This is an optimization exercise on Yosys and OpenROAD, whose aim is small area, a short achievable clock period and few clock cycles per item, not a production implementation. RTL that was checked went through simulation tests only; none was proved equivalent to the original. Power figures rest on the tool's default switching activity, not on a simulated workload.

==> flow/design.v <==
`default_nettype none
package systolic_pkg;
	localparam int ELEM_W = 8;  
	localparam int DIM = 4;  
	localparam int WORD_W = DIM * ELEM_W;
	localparam int IDX_W = 8;
	localparam int K_W = 4;
	localparam int ROW_W = $clog2(DIM);  
	typedef logic [ELEM_W-1:0] elem_t;
	typedef elem_t lane_vec_t [DIM];  
	typedef logic [WORD_W-1:0] word_t;
	typedef logic [IDX_W-1:0] idx_t;
	typedef enum logic [2:0] {
		SEQ_IDLE,
		SEQ_FEED,
		SEQ_DRAIN,
		SEQ_WRITE,
		SEQ_DONE
	} seq_state_t;
endpackage
`default_nettype wire
`default_nettype none
module mac_s1 (
	input wire [7:0] a_i,
	input wire [7:0] a3_i,  
	input wire [7:0] b_i,
	output wire [13:0] cs_o
);
	wire [8:0] a2 = {a_i, 1'b0};
	wire [7:0] m0;
	assign m0 = ({8{b_i[0] & ~b_i[1]}} & a_i[7:0])
		| ({8{~b_i[0] & b_i[1]}} & a2[7:0])
		| ({8{b_i[0] & b_i[1]}} & a3_i[7:0]);
	wire [5:0] m1;
	assign m1 = ({6{b_i[2] & ~b_i[3]}} & a_i[5:0])
		| ({6{~b_i[2] & b_i[3]}} & a2[5:0])
		| ({6{b_i[2] & b_i[3]}} & a3_i[5:0]);
	wire [3:0] m2;
	assign m2 = ({4{b_i[4] & ~b_i[5]}} & a_i[3:0])
		| ({4{~b_i[4] & b_i[5]}} & a2[3:0])
		| ({4{b_i[4] & b_i[5]}} & a3_i[3:0]);
	wire [1:0] m3;
	assign m3 = ({2{b_i[6] & ~b_i[7]}} & a_i[1:0])
		| ({2{~b_i[6] & b_i[7]}} & a2[1:0])
		| ({2{b_i[6] & b_i[7]}} & a3_i[1:0]);
	wire w1;
	wire w2;
	wire w3;
	wire w4;
	wire w5;
	wire w6;
	wire w7;
	wire w8;
	wire w9;
	wire w10;
	assign w1 = m0[6] ^ m1[4];
	assign w2 = m0[6] & m1[4];
	assign w3 = m0[7] ^ m1[5] ^ m2[3];
	assign w4 = m0[4] ^ m1[2];
	assign w5 = m0[4] & m1[2];
	assign w6 = m0[5] ^ m1[3] ^ m2[1];
	assign w7 = (m0[5] & m1[3]) | (m0[5] & m2[1]) | (m1[3] & m2[1]);
	assign w8 = m2[2] ^ m3[0] ^ w1;
	assign w9 = (m2[2] & m3[0]) | (m2[2] & w1) | (m3[0] & w1);
	assign w10 = m3[1] ^ w3 ^ w2;
	assign cs_o = {w9, w10, w7, w8, w5, w6, w4, m2[0], m1[1], m0[3], m1[0], m0[2], m0[1], m0[0]};
endmodule
module mac_s2 (
	input wire [13:0] cs_i,
	input wire [7:0] acc_i,
	output wire [7:0] y_o
);
	wire w1;
	wire w2;
	wire w3;
	wire w4;
	wire w5;
	wire w6;
	wire w7;
	wire w8;
	wire w9;
	wire w10;
	wire w11;
	assign w1 = cs_i[2] ^ cs_i[3];
	assign w2 = cs_i[2] & cs_i[3];
	assign w3 = cs_i[4] ^ cs_i[5] ^ acc_i[3];
	assign w4 = (cs_i[4] & cs_i[5]) | (cs_i[4] & acc_i[3]) | (cs_i[5] & acc_i[3]);
	assign w5 = cs_i[6] ^ cs_i[7] ^ acc_i[4];
	assign w6 = (cs_i[6] & cs_i[7]) | (cs_i[6] & acc_i[4]) | (cs_i[7] & acc_i[4]);
	assign w7 = cs_i[8] ^ cs_i[9] ^ acc_i[5];
	assign w8 = (cs_i[8] & cs_i[9]) | (cs_i[8] & acc_i[5]) | (cs_i[9] & acc_i[5]);
	assign w9 = cs_i[10] ^ cs_i[11] ^ acc_i[6];
	assign w10 = (cs_i[10] & cs_i[11]) | (cs_i[10] & acc_i[6]) | (cs_i[11] & acc_i[6]);
	assign w11 = cs_i[12] ^ cs_i[13] ^ acc_i[7];
	assign y_o = {w11, w9, w7, w5, w3, acc_i[2], cs_i[1], cs_i[0]} + {w10, w8, w6, w4, w2, w1, acc_i[1], acc_i[0]};
endmodule
`default_nettype wire
`timescale 1ns/1ns
`default_nettype none
module systolic_top #(
	parameter int MAX_K = 9
) (
	input wire clk,
	input wire rst,
	input logic start_i,
	input logic [systolic_pkg::K_W-1:0] k_i,
	input systolic_pkg::word_t a_rdata_i,  
	input systolic_pkg::word_t b_rdata_i,  
	output systolic_pkg::idx_t rd_index_o,
	output logic out_we_o,
	output systolic_pkg::idx_t out_index_o,
	output systolic_pkg::word_t out_wdata_o,
	output logic done_o
);
	localparam int K_W = systolic_pkg::K_W;
	localparam int CS_W = 14;
	logic run_q;              
	logic [K_W-1:0] t_q;      
	logic [1:0] r_q;          
	logic [K_W-1:0] klast_q;  
	logic k1_q;               
	logic last_q;             
	logic [K_W-1:0] klast_in;
	logic k1_in;
	logic idle;
	logic active;
	logic last;
	logic last_d;
	logic [7:0] a_sel;
	logic [7:0] a_q;          
	logic [7:0] a3_q;         
	logic [31:0] b_q;         
	logic first1_q;           
	logic last1_q;            
	logic [1:0] r1_q;
	logic fin1_q;             
	logic [CS_W-1:0] cs_q [4];
	logic first2_q;
	logic last2_q;
	logic [1:0] r2_q;
	logic fin2_q;
	logic [7:0] acc_q [4];
	logic we_q;
	logic [1:0] wrow_q;
	logic done_q;
	always_comb begin
		if (k_i > K_W'(MAX_K)) begin
			klast_in = K_W'(MAX_K - 1);
		end else if (k_i == '0) begin
			klast_in = '0;
		end else begin
			klast_in = k_i - K_W'(1);
		end
	end
	assign idle = ~run_q & ~fin1_q & ~fin2_q & ~done_q;
	assign active = run_q | (idle & start_i);
	assign k1_in = (k_i[K_W-1:1] == '0);
	assign last = run_q ? last_q : k1_in;
	always_comb begin
		if (last) begin
			last_d = run_q ? k1_q : k1_in;  
		end else if (run_q) begin
			last_d = (t_q + K_W'(1) == klast_q);
		end else begin
			last_d = (k_i == K_W'(2));
		end
	end
	always_ff @(posedge clk or posedge rst) begin
		if (rst) begin
			run_q <= 1'b0;
			last_q <= 1'b0;
			t_q <= '0;
			r_q <= '0;
			last1_q <= 1'b0;
			fin1_q <= 1'b0;
			last2_q <= 1'b0;
			fin2_q <= 1'b0;
			we_q <= 1'b0;
			done_q <= 1'b0;
		end else begin
			if (active) begin
				run_q <= ~(last & (r_q == 2'd3));
				last_q <= last_d;
				if (last) begin
					t_q <= '0;
					r_q <= r_q + 2'd1;
				end else begin
					t_q <= t_q + K_W'(1);
				end
			end
			last1_q <= active & last;
			fin1_q <= active & last & (r_q == 2'd3);
			last2_q <= last1_q;
			fin2_q <= fin1_q;
			we_q <= last2_q;
			done_q <= fin2_q;
		end
	end
	always_ff @(posedge clk) begin
		if (idle) begin
			klast_q <= klast_in;
			k1_q <= k1_in;
		end
		first1_q <= (t_q == '0);
		first2_q <= first1_q;
		r1_q <= r_q;
		r2_q <= r1_q;
		wrow_q <= r2_q;
		b_q <= b_rdata_i;
		a_q <= a_sel;
		a3_q <= a_sel + {a_sel[6:0], 1'b0};
	end
	always_comb begin
		case (r_q)
			2'd0: a_sel = a_rdata_i[31:24];
			2'd1: a_sel = a_rdata_i[23:16];
			2'd2: a_sel = a_rdata_i[15:8];
			default: a_sel = a_rdata_i[7:0];
		endcase
	end
	for (genvar c = 0; c < 4; c++) begin : g_mac
		logic [CS_W-1:0] cs_d;
		logic [7:0] acc_in;
		logic [7:0] acc_d;
		mac_s1 s1_inst (
			.a_i(a_q),
			.a3_i(a3_q),
			.b_i(b_q[31-8*c -: 8]),
			.cs_o(cs_d)
		);
		assign acc_in = first2_q ? 8'd0 : acc_q[c];
		mac_s2 s2_inst (
			.cs_i(cs_q[c]),
			.acc_i(acc_in),
			.y_o(acc_d)
		);
		always_ff @(posedge clk) begin
			cs_q[c] <= cs_d;
			acc_q[c] <= acc_d;
		end
		assign out_wdata_o[8*c +: 8] = acc_q[c];
	end
	assign rd_index_o = {4'b0, t_q};
	assign out_we_o = we_q;
	assign out_index_o = {6'b0, wrow_q};
	assign done_o = done_q;
endmodule
`default_nettype wire
export LEC_CHECK = 0
export CAP_MARGIN = 20
export CORE_MARGIN = 2
export CORE_UTILIZATION = 40
export SETUP_SLACK_MARGIN = 2.5
export SLEW_MARGIN = 20
create_clock -name core_clock -period 5.0 [get_ports {clk}]
standard.sh (not shown) runs the stock make flow with config.mk's settings and CLKGATE_MAP_FILE= SYNTH_SCRIPT=/design/flow/synth_recipe.tcl, a recipe that flattens the netlist after the stock synthesis.
==> flow/flow/run.sh <==
#!/bin/bash
# The standard layout, with buf_1 cells as the port buffers.
export BUFFER_PORTS_ARGS="-buffer_cell sky130_fd_sc_hd__buf_1"
bash standard.sh > standard.log 2>&1
Rerun with:
--- a/flow/design.v
+++ b/flow/design.v
@@ -116,8 +116,9 @@
 	localparam int CS_W = 14;
 	logic run_q;              
 	logic [K_W-1:0] t_q;      
 	logic [1:0] r_q;          
+	logic [3:0] roh_q;        
 	logic [K_W-1:0] klast_q;  
 	logic k1_q;               
 	logic last_q;             
 	logic [K_W-1:0] klast_in;
@@ -170,8 +171,9 @@
 			run_q <= 1'b0;
 			last_q <= 1'b0;
 			t_q <= '0;
 			r_q <= '0;
+			roh_q <= 4'b0001;
 			last1_q <= 1'b0;
 			fin1_q <= 1'b0;
 			last2_q <= 1'b0;
 			fin2_q <= 1'b0;
@@ -183,8 +185,9 @@
 				last_q <= last_d;
 				if (last) begin
 					t_q <= '0;
 					r_q <= r_q + 2'd1;
+					roh_q <= {roh_q[2:0], roh_q[3]};
 				end else begin
 					t_q <= t_q + K_W'(1);
 				end
 			end
@@ -207,17 +210,45 @@
 		r2_q <= r1_q;
 		wrow_q <= r2_q;
 		b_q <= b_rdata_i;
 		a_q <= a_sel;
-		a3_q <= a_sel + {a_sel[6:0], 1'b0};
-	end
+		a3_q <= a3_sel;
+	end
+	assign a_sel = ({8{roh_q[0]}} & a_rdata_i[31:24])
+		| ({8{roh_q[1]}} & a_rdata_i[23:16])
+		| ({8{roh_q[2]}} & a_rdata_i[15:8])
+		| ({8{roh_q[3]}} & a_rdata_i[7:0]);
+	logic [7:0] a3_sel;
+	logic [7:0] a3_g;
+	logic [7:0] a3_p;
+	logic [7:0] a3_c;
 	always_comb begin
-		case (r_q)
-			2'd0: a_sel = a_rdata_i[31:24];
-			2'd1: a_sel = a_rdata_i[23:16];
-			2'd2: a_sel = a_rdata_i[15:8];
-			default: a_sel = a_rdata_i[7:0];
-		endcase
+		logic [7:0] g1, p1, g2, p2, g4;
+		a3_g = 8'd0;
+		a3_p = 8'd0;
+		for (int i = 1; i < 8; i++) begin
+			a3_g[i] = a_sel[i] & a_sel[i-1];
+			a3_p[i] = a_sel[i] ^ a_sel[i-1];
+		end
+		g1 = a3_g;
+		p1 = a3_p;
+		for (int i = 1; i < 8; i++) begin
+			g1[i] = a3_g[i] | (a3_p[i] & a3_g[i-1]);
+			p1[i] = a3_p[i] & a3_p[i-1];
+		end
+		g2 = g1;
+		p2 = p1;
+		for (int i = 2; i < 8; i++) begin
+			g2[i] = g1[i] | (p1[i] & g1[i-2]);
+			p2[i] = p1[i] & p1[i-2];
+		end
+		g4 = g2;
+		for (int i = 4; i < 8; i++) begin
+			g4[i] = g2[i] | (p2[i] & g2[i-4]);
+		end
+		a3_c = {g4[6:0], 1'b0};  
+		a3_sel = a3_p ^ a3_c;
+		a3_sel[0] = a_sel[0];
 	end
 	for (genvar c = 0; c < 4; c++) begin : g_mac
 		logic [CS_W-1:0] cs_d;
 		logic [7:0] acc_in;
Effect: The changed run completed without violations. Maximum frequency rose by 3.0%. Area after synthesis hardly moves. Non-clock buffer count went down by 6. Wire length is about the same. Setup slack gets better by 71 ps. Global-route usage rises by 0.55 points. Total power goes down by 59%. Clock skew stays flat. Design area fell by 1.9%. Cell count shrinks by 4.4%. Worst hold slack gets worse by 3.9 ps. Utilization went down by 0.89 points. Via count falls by 2.4%.
Testbench counts after the change, summed over its fixed seeds: cycles 27,344, items 1,200.
Function not checked in the first run of this note: the RTL went through the layout flow alone.

## what the ideal ports hide
Ports are ideal in the flow. The routed layouts listed here were re-timed in OpenROAD. Step 1 sets driving cells, clkbuf_16 on the clock port and buf_2 on the other inputs (assumed; they add their load-dependent delay and slew). Step 2 adds t to the input delays and takes it off the output delays; t is the mean of the earliest and latest rising clock arrival at the registers after step 1. Input paths then give back, and output paths get back, about the clock's delay inside the block. Slacks: no drivers / after step 1 / after step 2; pairs: no drivers / after step 1.
| run | t (ns) | slack for setup (ns) | hold WS [ns] |
|---|---|---|---|
| the first run | 0.473 | 2.602 / 2.602 / 2.254 | 0.330 / 0.330 / 0.330 |
| the second run | 0.460 | 2.673 / 2.673 / 2.283 | 0.327 / 0.327 / 0.327 |
After both steps setup and hold are still met in every run listed. For the second run, which loses most, drivers alone change the setup slack by 0.000 ns; drivers and shift together by -0.390 ns.
